Context: an optimization exercise on an open-source flow, tuned for small area. The choices shown serve that exercise and are no tape-out recipe. The RTL was checked by simulation tests, not by an equivalence proof against the original design.

==> yarrow <==
Design ds_box2x2, start of the top module:
module ds_box2x2 #(
   parameter int DATA_WIDTH = 24,
   parameter int ADDR_WIDTH = 16,
   parameter int IMG_W      = 256,
   parameter int IMG_H      = 256
) (
   input  logic                  clk,
   input  logic                  rst_n,
   input  logic [DATA_WIDTH-1:0] pix_i,
   input  logic                  pix_valid_i,
   input  logic                  frame_clr_i,
   output logic [DATA_WIDTH-1:0] ds_pix_o,
   output logic                  ds_valid_o,
   output logic [ADDR_WIDTH-1:0] ds_addr_o,
   output logic                  frame_done_o
);
==> module ds_box2x2, before the edit <==
module ds_box2x2 #(
   parameter int DATA_WIDTH = 24,
   parameter int ADDR_WIDTH = 16,
   parameter int IMG_W      = 256,
   parameter int IMG_H      = 256
) (
   input  logic                  clk,
   input  logic                  rst_n,
   input  logic [DATA_WIDTH-1:0] pix_i,
   input  logic                  pix_valid_i,
   input  logic                  frame_clr_i,
   output logic [DATA_WIDTH-1:0] ds_pix_o,
   output logic                  ds_valid_o,
   output logic [ADDR_WIDTH-1:0] ds_addr_o,
   output logic                  frame_done_o
);
   localparam int CW       = $clog2(IMG_W);
   localparam int RW       = $clog2(IMG_H);
   localparam int LB_DEPTH = IMG_W / 2 - 1;    
   logic [CW-1:0]         pcol;       
   logic [RW-1:0]         prow;       
   logic [9:0]            acc_r, acc_g, acc_b;
   logic [26:0]           linebuf [LB_DEPTH];
   logic                  accept;
   logic                  col_odd;    
   logic                  row_odd;
   logic [26:0]           lb_rd;
   logic [9:0]            base_r, base_g, base_b;
   assign accept  = pix_valid_i && !frame_clr_i;
   assign col_odd = !pcol[0];
   assign row_odd = (&pcol) ? !prow[0] : prow[0];
   assign lb_rd   = linebuf[LB_DEPTH-1];
   always_comb begin
      if (col_odd) begin
         base_r = acc_r;
         base_g = acc_g;
         base_b = acc_b;
      end else if (row_odd) begin
         base_r = 10'(lb_rd[26:18]);
         base_g = 10'(lb_rd[17:9]);
         base_b = 10'(lb_rd[8:0]);
      end else begin
         base_r = '0;
         base_g = '0;
         base_b = '0;
      end
   end
   always_ff @(posedge clk) begin
      if (rst_n && accept) begin
         acc_r <= base_r + 10'(pix_i[23:16]);
         acc_g <= base_g + 10'(pix_i[15:8]);
         acc_b <= base_b + 10'(pix_i[7:0]);
      end
   end
   always_ff @(posedge clk) begin
      if (rst_n && accept && !col_odd) begin
         linebuf[0] <= {acc_r[8:0], acc_g[8:0], acc_b[8:0]};
         for (int i = 1; i < LB_DEPTH; i++) linebuf[i] <= linebuf[i-1];
      end
   end
   always_ff @(posedge clk) begin
      if (!rst_n || frame_clr_i) begin
         pcol       <= '1;
         prow       <= '1;
         ds_valid_o <= 1'b0;
      end else begin
         ds_valid_o <= pix_valid_i && row_odd && col_odd;
         if (pix_valid_i) begin
            pcol <= pcol + 1'b1;
            if (&pcol) prow <= prow + 1'b1;
         end
      end
   end
   assign ds_pix_o     = {acc_r[9:2], acc_g[9:2], acc_b[9:2]};
   assign ds_addr_o    = ADDR_WIDTH'({prow[RW-1:1], pcol[CW-1:1]});
   assign frame_done_o = ds_valid_o && (&prow) && (&pcol);
endmodule
export LEC_CHECK = 0
export ABC_AREA = 1
export CAP_MARGIN = 20
export CORE_MARGIN = 2
export CORE_UTILIZATION = 75
export SLEW_MARGIN = 20
create_clock -name core_clock -period 7.0 [get_ports {clk}]
standard.sh (not shown) runs the stock make flow with config.mk's settings and CLKGATE_MAP_FILE= SYNTH_SCRIPT=/design/flow/synth_recipe.tcl, a recipe that flattens the netlist after the stock synthesis.
==> flow/flow/run.sh <==
#!/bin/bash
# Standard ORFS layout with three changes: small port buffers, clock tree
# synthesis without dummy loads and with clkbuf_8 leaf clusters.
set -euo pipefail
CTS="-sink_clustering_enable -repair_clock_nets -dont_use_dummy_load"
CTS="$CTS -buf_list sky130_fd_sc_hd__clkbuf_8 -sink_clustering_size 21 -sink_clustering_max_diameter 65"
bash standard.sh \
  "BUFFER_PORTS_ARGS=-buffer_cell sky130_fd_sc_hd__buf_1" \
  "CTS_ARGS=$CTS" \
  finish > standard_flow.log 2>&1
==> inputs of raven, as changes to yarrow <==
==> flow/design.v (replaced) <==
module ds_box2x2 #(
   parameter int DATA_WIDTH = 24,
   parameter int ADDR_WIDTH = 16,
   parameter int IMG_W      = 256,
   parameter int IMG_H      = 256
) (
   input  logic                  clk,
   input  logic                  rst_n,
   input  logic [DATA_WIDTH-1:0] pix_i,
   input  logic                  pix_valid_i,
   input  logic                  frame_clr_i,
   output logic [DATA_WIDTH-1:0] ds_pix_o,
   output logic                  ds_valid_o,
   output logic [ADDR_WIDTH-1:0] ds_addr_o,
   output logic                  frame_done_o
);
   localparam int CW       = $clog2(IMG_W);
   localparam int RW       = $clog2(IMG_H);
   localparam int LB_DEPTH = IMG_W / 2;
   localparam int LBW      = (LB_DEPTH > 1) ? $clog2(LB_DEPTH) : 1;
   localparam int NOUT     = (IMG_W / 2) * (IMG_H / 2);
   localparam logic [CW-1:0]         COL_LAST = CW'(IMG_W - 1);
   localparam logic [RW-1:0]         ROW_LAST = RW'(IMG_H - 1);
   localparam logic [ADDR_WIDTH-1:0] OUT_LAST = ADDR_WIDTH'(NOUT - 1);
   typedef enum logic [1:0] {
      PH_EVEN_EVEN = 2'b00,
      PH_EVEN_ODD  = 2'b01,
      PH_ODD_EVEN  = 2'b10,
      PH_ODD_ODD   = 2'b11
   } phase_t;
   logic [CW-1:0]         col;
   logic [RW-1:0]         row;
   logic [DATA_WIDTH-1:0] held;
   logic [ADDR_WIDTH-1:0] out_cnt;
   logic [26:0]           linebuf [LB_DEPTH];
   logic [LBW-1:0]        lb_idx;
   logic [26:0]           lb_rd;
   phase_t                phase;
   logic                  col_last;
   logic                  row_last;
   logic                  out_last;
   logic [26:0]           pair_sum;
   logic [DATA_WIDTH-1:0] avg_pix;
   logic                  accept;
   logic [8:0]            pr_r, pr_g, pr_b;
   logic [9:0]            qs_r, qs_g, qs_b;
   assign accept   = pix_valid_i && !frame_clr_i;
   assign col_last = (col == COL_LAST);
   assign row_last = (row == ROW_LAST);
   assign out_last = (out_cnt == OUT_LAST);
   assign lb_idx   = LBW'(col >> 1);
   assign lb_rd    = linebuf[lb_idx];
   always_comb begin
      phase    = phase_t'({row[0], col[0]});
      pr_r     = 9'(held[23:16]) + 9'(pix_i[23:16]);
      pr_g     = 9'(held[15:8])  + 9'(pix_i[15:8]);
      pr_b     = 9'(held[7:0])   + 9'(pix_i[7:0]);
      pair_sum = {pr_r, pr_g, pr_b};
      qs_r     = 10'(lb_rd[26:18]) + 10'(held[23:16]) + 10'(pix_i[23:16]);
      qs_g     = 10'(lb_rd[17:9])  + 10'(held[15:8])  + 10'(pix_i[15:8]);
      qs_b     = 10'(lb_rd[8:0])   + 10'(held[7:0])   + 10'(pix_i[7:0]);
      avg_pix  = {qs_r[9:2], qs_g[9:2], qs_b[9:2]};
   end
   always_ff @(posedge clk) begin
      if (rst_n && accept && (phase == PH_EVEN_ODD)) begin
         linebuf[lb_idx] <= pair_sum;
      end
   end
   always_ff @(posedge clk) begin
      if (!rst_n) begin
         col          <= '0;
         row          <= '0;
         held         <= '0;
         out_cnt      <= '0;
         ds_pix_o     <= '0;
         ds_valid_o   <= 1'b0;
         ds_addr_o    <= '0;
         frame_done_o <= 1'b0;
      end else if (frame_clr_i) begin
         col          <= '0;
         row          <= '0;
         held         <= '0;
         out_cnt      <= '0;
         ds_valid_o   <= 1'b0;
         frame_done_o <= 1'b0;
      end else begin
         ds_valid_o   <= 1'b0;
         frame_done_o <= 1'b0;
         if (pix_valid_i) begin
            if (col_last) begin
               col <= '0;
               row <= row_last ? '0 : row + 1'b1;
            end else begin
               col <= col + 1'b1;
            end
            unique case (phase)
               PH_EVEN_EVEN, PH_ODD_EVEN: begin
                  held <= pix_i;
               end
               PH_EVEN_ODD: begin
               end
               PH_ODD_ODD: begin
                  ds_pix_o     <= avg_pix;
                  ds_valid_o   <= 1'b1;
                  ds_addr_o    <= out_cnt;
                  frame_done_o <= out_last;
                  out_cnt      <= out_last ? '0 : out_cnt + 1'b1;
               end
               default: begin
               end
            endcase
         end
      end
   end
endmodule
==> flow/run.sh (new file) <==
#!/bin/bash
# synth_recipe.tcl (not shown) runs the flow's synth.tcl, then flattens the netlist and writes it again
# the make line also repeats each setting of config.mk as NAME=value (left out here)
make -C /OpenROAD-flow-scripts/flow DESIGN_CONFIG=/design/flow/config.mk WORK_HOME=/design/flow/orfs CLKGATE_MAP_FILE= SYNTH_SCRIPT=/design/flow/synth_recipe.tcl finish
Settings changed: ABC_AREA 1 to not set, CORE_UTILIZATION 75 to 40.
removed: flow/flow/run.sh
removed: flow/standard.sh
==> qor summary <==
Simple-gate share of the synthesized area: raven 0.0145; yarrow 0.00892
Max stage delay on crit path: raven 1.09 ns; yarrow 0.33 ns
All-layer global routing usage: raven 0.211; yarrow 0.169
Non-Filler Cell Area, Final: raven 159000 µm²; yarrow 112000 µm²
Clock sinks: raven 3561; yarrow 3476
Most used routing layer in global routing: raven met2; yarrow met1
Std cell rows: raven 215; yarrow 138
Largest net degree at the start of global routing: raven 97; yarrow 221
Top routing layer in use: raven met4; yarrow met5
Maximum VDD drop: raven 0.224 mV; yarrow 0.228 mV
Post-Syn Area: raven 138000 µm²; yarrow 107000 µm²
Startpoint of the worst hold path: raven ds_addr_o[4]; yarrow linebuf[28][2]
Final setup margin: raven 0.829 ns; yarrow 2.88 ns
Result of the run: raven timing/DRC/antenna clean; yarrow timing/DRC/antenna clean

static timing again, ports no longer ideal:
The flow's constraints put no driver on any port. The routed layouts listed below were extracted and timed again, unchanged, in two steps. Step 1: set_driving_cell puts a clkbuf_16 on clk and a buf_2 on each other input, an assumption about the parent block. Step 2 times the ports against the registers' clock, not the clock port: input delays grow and output delays shrink by t, the midpoint of the rising clock arrivals with the driver on. Slacks: no drivers / after step 1 / after step 2; pairs: no drivers / after step 1.
run | t (ns) | slack for setup (ns) | worst data-port slew with drivers (ns)
yarrow | 0.964 | 2.879 / 2.799 / 2.488 | 0.08
raven | 0.974 | 0.829 / 0.829 / 0.829 | 0.11
After both steps every run listed still meets setup and hold. For yarrow, which loses most, drivers alone change the setup slack by -0.080 ns; drivers and shift together by -0.391 ns.
